This is an optimization exercise on Yosys and OpenROAD, whose aim is small area and a short achievable clock period, not a production implementation.
Function was checked by simulation only, so behaviour that the tests miss may differ from the original.
Power and IR drop assume default switching activity. No driver is modelled on the clock port, so clocking that relies on it looks cheaper here than on a real chip.

## run 1
// read_data_sink
module read_data_sink #(
    parameter int DATA_W     = 128,
    parameter int ID_W       = 4,
    parameter int BURST_LEN  = 100,
    parameter int NUM_BURSTS = 5,
    parameter int EXP_ID     = 0,
    parameter int FIFO_DEPTH = 16
) (
    input  logic                            clk,
    input  logic                            sys_rst_n,
    input  logic                            init_done,
    input  logic [DATA_W-1:0]               AXI_RDATA,
    input  logic [ID_W-1:0]                 AXI_RID,
    input  logic                            AXI_RLAST,
    input  logic [1:0]                      AXI_RRESP,
    input  logic                            AXI_RVALID,
    output logic                            AXI_RREADY,
    output logic [DATA_W-1:0]               m_data,
    output logic                            m_last,
    output logic                            m_valid,
    input  logic                            m_ready,
    output logic [$clog2(NUM_BURSTS+1)-1:0] burst_cnt,
    output logic [$clog2(BURST_LEN)-1:0]    beat_cnt,
    output logic                            err_last,
    output logic                            err_resp,
    output logic                            err_id,
    output logic                            rd_done
);
Size: about 4200 cells after synthesis, ~2100 flip-flops, roughly 290 I/O pins, about 76000 um^2 of cells after synthesis.
Settings: LEC_CHECK=0, CAP_MARGIN=20, CORE_MARGIN=2, CORE_UTILIZATION=40, CTS_CLUSTER_DIAMETER=80, CTS_CLUSTER_SIZE=30, SETUP_SLACK_MARGIN=2.3, SLEW_MARGIN=20; clock period 4.5 ns.
run.sh (not shown) runs the stock make flow with config.mk's settings and CLKGATE_MAP_FILE= SYNTH_SCRIPT=/design/flow/synth_recipe.tcl, a recipe that flattens the netlist after the stock synthesis.
Run 1 finished every stage and its layout cleared the timing, design-rule and antenna checks.
Modified inputs, run 2 compared to run 1
- CORE_UTILIZATION: 40 -> 70
Findings:
Run 2: all stages complete, timing, DRC and antenna checks passed. NOTE: wire length of the first global-routing pass in run 2 falls short of that of run 1. Diff run 1 -> run 2 | maximum clock frequency | increase of 3.6%. Looking at initial antenna violation count across run 1 and run 2, the one that comes out higher is run 1.
--- input diff run 2..run 3 ---
- swapping 70 for 40 in CORE_UTILIZATION
- swapping 2.3 for 2.1 in SETUP_SLACK_MARGIN
Results
Of run 3 and run 2, it is run 3 that has the higher wire length. Summary of run 3 over run 2: setup slack dropped 0.11 ns, area overhead of the layout relative to synthesis up 3.0 points. Diff run 3 and run 2: shortest clock period the worst path allows after layout lower in run 2. Compared with run 2, in run 3 floorplan die area +about 70%; internal reg-to-reg setup slack -0.17 ns. Launching instance or port of the critical path: head_r[119]$_DFFE_PP_ -> run 3, head_r[120]$_DFFE_PP_ -> run 2. Run 3: net switching power is about 18% higher than what run 2 reported. Utilization after layout: run 3 < run 2. Cell row count for run 3: 39 up relative to run 2.


Another version of the RTL of read_data_sink (not shown whole).
Size in the first run: roughly 4300 cells after synthesis, roughly 2100 flip-flops, about 290 I/O pins.
==> flow/design.v (excerpt) <==
module read_data_sink #(
    parameter int DATA_W     = 128,
    parameter int ID_W       = 4,
    parameter int BURST_LEN  = 100,
    parameter int NUM_BURSTS = 5,
    parameter int EXP_ID     = 0,
    parameter int FIFO_DEPTH = 16
) (
    input  logic                            clk,
    input  logic                            sys_rst_n,
    input  logic                            init_done,
    input  logic [DATA_W-1:0]               AXI_RDATA,
    input  logic [ID_W-1:0]                 AXI_RID,
    input  logic                            AXI_RLAST,
    input  logic [1:0]                      AXI_RRESP,
    input  logic                            AXI_RVALID,
    output logic                            AXI_RREADY,
    output logic [DATA_W-1:0]               m_data,
    output logic                            m_last,
    output logic                            m_valid,
    input  logic                            m_ready,
    output logic [$clog2(NUM_BURSTS+1)-1:0] burst_cnt,
    output logic [$clog2(BURST_LEN)-1:0]    beat_cnt,
    output logic                            err_last,
    output logic                            err_resp,
    output logic                            err_id,
    output logic                            rd_done
);
export LEC_CHECK = 0
export CAP_MARGIN = 20
export CORE_MARGIN = 2
export CORE_UTILIZATION = 60
export SETUP_SLACK_MARGIN = 2.6
export SLEW_MARGIN = 20
create_clock -name core_clock -period 4.5 [get_ports {clk}]
The first run produced a clean layout.
Then changed:
--- a/flow/config.mk
+++ b/flow/config.mk
@@ -10,2 +10,2 @@
-export CORE_UTILIZATION = 60
-export SETUP_SLACK_MARGIN = 2.6
+export CORE_UTILIZATION = 40
+export SETUP_SLACK_MARGIN = 2.4
Effect: The new run finished with timing, DRC and antenna clean; clock-buffer cell count falls by 6; hold slack improves by 36 ps; total power rises by about 2%; die area rises by about 50%; maximum frequency falls by 4.7%; routed wire length falls by 7.3%.
Then changed:
==> flow/flow/run.sh (new file) <==
#!/bin/bash
# Standard ORFS layout (the standard.sh, unchanged synthesis) with three changes:
#  - port buffers are buf_2 instead of the default delay-buffer choice,
#  - CTS without dummy loads, with sink clusters of up to 30 flops within 80 um.
# The make/ORFS output goes to flow_make.log in the work folder; ORFS keeps its
# per-step logs under orfs/logs/.
set -euo pipefail
bash standard.sh finish \
  "BUFFER_PORTS_ARGS=-buffer_cell sky130_fd_sc_hd__buf_2" \
  "CTS_ARGS=-sink_clustering_enable -repair_clock_nets -dont_use_dummy_load -sink_clustering_size 30 -sink_clustering_max_diameter 80" \
  > flow_make.log 2>&1
==> flow/standard.sh (new file) <==
#!/bin/bash
# synth_recipe.tcl (not shown) runs the flow's synth.tcl, then flattens the netlist and writes it again
# the make line also repeats each setting of config.mk as NAME=value (left out here)
make -C /OpenROAD-flow-scripts/flow DESIGN_CONFIG=/design/flow/config.mk WORK_HOME=/design/flow/orfs CLKGATE_MAP_FILE= SYNTH_SCRIPT=/design/flow/synth_recipe.tcl "${@:-finish}"
--- a/flow/config.mk
+++ b/flow/config.mk
@@ -10,2 +10,4 @@
-export CORE_UTILIZATION = 40
-export SETUP_SLACK_MARGIN = 2.4
+export CORE_UTILIZATION = 70
+export CTS_CLUSTER_DIAMETER = 80
+export CTS_CLUSTER_SIZE = 30
+export SETUP_SLACK_MARGIN = 2.3
removed: flow/run.sh
Routed wire length fell by 11%.
Synthesized cell count stays the same.
Sequential cell count is unchanged.
Power fell by 22%.
Worst setup slack is better by 200 ps.


run A:
Another version of the RTL of read_data_sink (not shown whole).
Size in the first run: ~4200 cells after synthesis, ~2100 flip-flops, about 0.076 sq mm of cells after synthesis.
==> flow/config.mk <==
export PLATFORM = sky130hd
export DESIGN_NAME = read_data_sink
export DESIGN_NICKNAME = read_data_sink
export VERILOG_FILES = /design/flow/design.v
export SDC_FILE = /design/flow/constraint.sdc
export NUM_CORES = 4
export LEC_CHECK = 0
export CAP_MARGIN = 20
export CORE_MARGIN = 2
export CORE_UTILIZATION = 40
export SETUP_SLACK_MARGIN = 1.8
export SLEW_MARGIN = 20
==> flow/constraint.sdc <==
create_clock -name core_clock -period 4.5 [get_ports {clk}]
set_input_delay 0.9000 -clock core_clock [delete_from_list [all_inputs] [get_ports {clk}]]
set_output_delay 0.9000 -clock core_clock [all_outputs]
set_load 0.01 [all_outputs]
Stock flow here: none of the scripts above is used.
diff inputs: run A => run B
Settings: SETUP_SLACK_MARGIN changed from 1.8 to 2.4.
Results
- Of run B and run A, the lower final critical-path share of the clock period belongs to run B.
- According to the power report, total power for run B is higher than for run A.
- Looking at run B and run A, the CTS clock-pin slew for the worst setup and hold paths is a wash.
- Overall via count from detail_route in run B is 1152 higher than in run A
- As far as number of distinct library cells after synthesis is concerned, run B and run A perform about the same.
- Taking run A as the reference, in run B cell-internal power now sits higher; post-CTS setup buffer count picked up an extra 107; total clock sinks shows no meaningful change; area of the multi-input gates went up 1.3%.
- [compare] base=run A new=run B: total sequential power neither gained nor lost much, proportion of power drawn by the clock network lost 0.4 points.
What run C does differently from run B at the input level:
Settings: removing SETUP_SLACK_MARGIN (formerly 2.4).
Findings:
- Cmp run C and run B / final worst slack / higher: run B
- Relative to run B, first-pass GRT wire length decreased by about 5% in run C.
- On clock latency on the worst-skew pair, run C and run B are neck and neck.
- Pin count of the biggest net entering global routing, run C and run B: lower on run B
- Run B -> run C: clock tree buffer count of the final layout decreased by a few percent
- Looking at non-clock buffer count across run C and run B, the one that comes out higher is run B.
- Across both runs, met1 track utilization from global routing was lower for run C than for run B.
- Between run B and run C, the power in sequential cells does not differ in any meaningful way.
- Wire length: run C lower than run B
- edfxtp_1 as the worst-path cell with the longest stage delay was reported by run B, and clkdlybuf4s50_1 by run C.


Another version of the RTL of read_data_sink (not shown whole).
For scale: roughly 4300 cells after synthesis, ~2100 flip-flops, roughly 290 I/O pins, ~75000 um^2 of cells after synthesis.
clock: 4.5 ns
lec_check: 0
cap_margin: 20
core_margin: 2
core_utilization: 70
cts_cluster_diameter: 80
cts_cluster_size: 30
setup_slack_margin: 2.4
slew_margin: 20
tns_end_percent: 50
standard.sh (not shown) runs the stock make flow with config.mk's settings and CLKGATE_MAP_FILE= SYNTH_SCRIPT=/design/flow/synth_recipe.tcl, a recipe that flattens the netlist after the stock synthesis.
==> flow/flow/run.sh <==
#!/bin/bash
# Standard ORFS layout (the standard.sh, unchanged synthesis) with three changes:
#  - port buffers are buf_2 instead of the default delay-buffer choice,
#  - CTS without dummy loads, with sink clusters of up to 30 flops within 80 um.
# The make/ORFS output goes to flow_make.log in the work folder; ORFS keeps its
# per-step logs under orfs/logs/.
set -euo pipefail
bash standard.sh finish \
  "BUFFER_PORTS_ARGS=-buffer_cell sky130_fd_sc_hd__buf_2" \
  "CTS_ARGS=-sink_clustering_enable -repair_clock_nets -dont_use_dummy_load -sink_clustering_size 30 -sink_clustering_max_diameter 80" \
  > flow_make.log 2>&1
Change:
--- a/flow/config.mk
+++ b/flow/config.mk
@@ -13,3 +13,2 @@
 export SETUP_SLACK_MARGIN = 2.4
 export SLEW_MARGIN = 20
-export TNS_END_PERCENT = 50
Non-clock buffer count went up by 11.
Sequential share of layout area went down by 0.47 points.
Global-route usage went up by 0.17 points.
Cell count hardly moves.
Synthesized cell count does not change.
Change:
--- a/flow/config.mk
+++ b/flow/config.mk
@@ -11,4 +11,4 @@
 export CTS_CLUSTER_DIAMETER = 80
 export CTS_CLUSTER_SIZE = 30
-export SETUP_SLACK_MARGIN = 2.4
+export SETUP_SLACK_MARGIN = 2.3
 export SLEW_MARGIN = 20
The changed run finished clean.
Clock-buffer cell count is unchanged.
Core utilization decreases by 1.4 points.
Global-route usage decreases by 1.4 points.
Die area is unchanged.
Synthesized cell count stays the same.
Via count decreases by 1.2%.
Change:
--- a/flow/config.mk
+++ b/flow/config.mk
@@ -11,4 +11,4 @@
 export CTS_CLUSTER_DIAMETER = 80
 export CTS_CLUSTER_SIZE = 30
-export SETUP_SLACK_MARGIN = 2.3
+export SETUP_SLACK_MARGIN = 2.5
 export SLEW_MARGIN = 20
After rerunning:
- The changed run went through all stages and came out clean
- non-clock buffer count rose by 188
- wire length rose by about 12%
- clock-buffer cell count is unchanged
- worst setup slack is worse by 0.020 ns
- fmax fell by 0.91%

afterwards: timing with drivers on the ports:
The results above use ideal ports. As a check the final layouts listed here were re-extracted and re-timed, cells and wires unchanged.
Step 1: set_driving_cell puts a clkbuf_16 on clk and a buf_2 on each other input, an assumption about the parent block.
Step 2, shift: input delay + t, output delay - t, t = (earliest + latest rising clock arrival at the registers) / 2. This alone moves slack from input paths to output paths.
Slacks: ideal ports / drivers / drivers and shift; pairs: ideal ports / drivers.
run	shift t [ns]	setup slack, ns	hold WS [ns]
run 1	0.854	2.050 / 1.958 / 1.556	0.154 / 0.087 / 0.501
run 2	0.776	2.135 / 2.057 / 1.530	0.154 / 0.103 / 0.499
run 3	0.853	2.024 / 1.933 / 1.280	0.159 / 0.095 / 0.499
the first run of note 2	0.904	2.125 / 2.040 / 1.646	0.101 / 0.037 / 0.448
the second run of note 2	0.922	2.009 / 1.916 / 1.537	0.137 / 0.073 / 0.401
the third run of note 2	0.782	2.206 / 2.124 / 1.543	0.239 / 0.249 / 0.449
run A	0.929	1.853 / 1.765 / 1.073	0.209 / 0.146 / 0.494
run B	0.932	1.947 / 1.861 / 1.505	0.214 / 0.152 / 0.494
run C	0.924	1.507 / 1.424 / 0.918	0.113 / 0.079 / 0.512
the first run of note 4	0.762	2.342 / 2.258 / 1.950	0.360 / 0.301 / 0.457
the second run of note 4	0.757	2.355 / 2.276 / 1.913	0.358 / 0.303 / 0.452
the third run of note 4	0.766	2.308 / 2.244 / 1.667	0.350 / 0.321 / 0.455
the fourth run of note 4	0.767	2.288 / 2.246 / 1.761	0.362 / 0.308 / 0.472
After both steps setup and hold are still met in every run listed. The setup slack of run A, which loses most, moves by -0.088 ns with the drivers and by -0.780 ns with both steps.
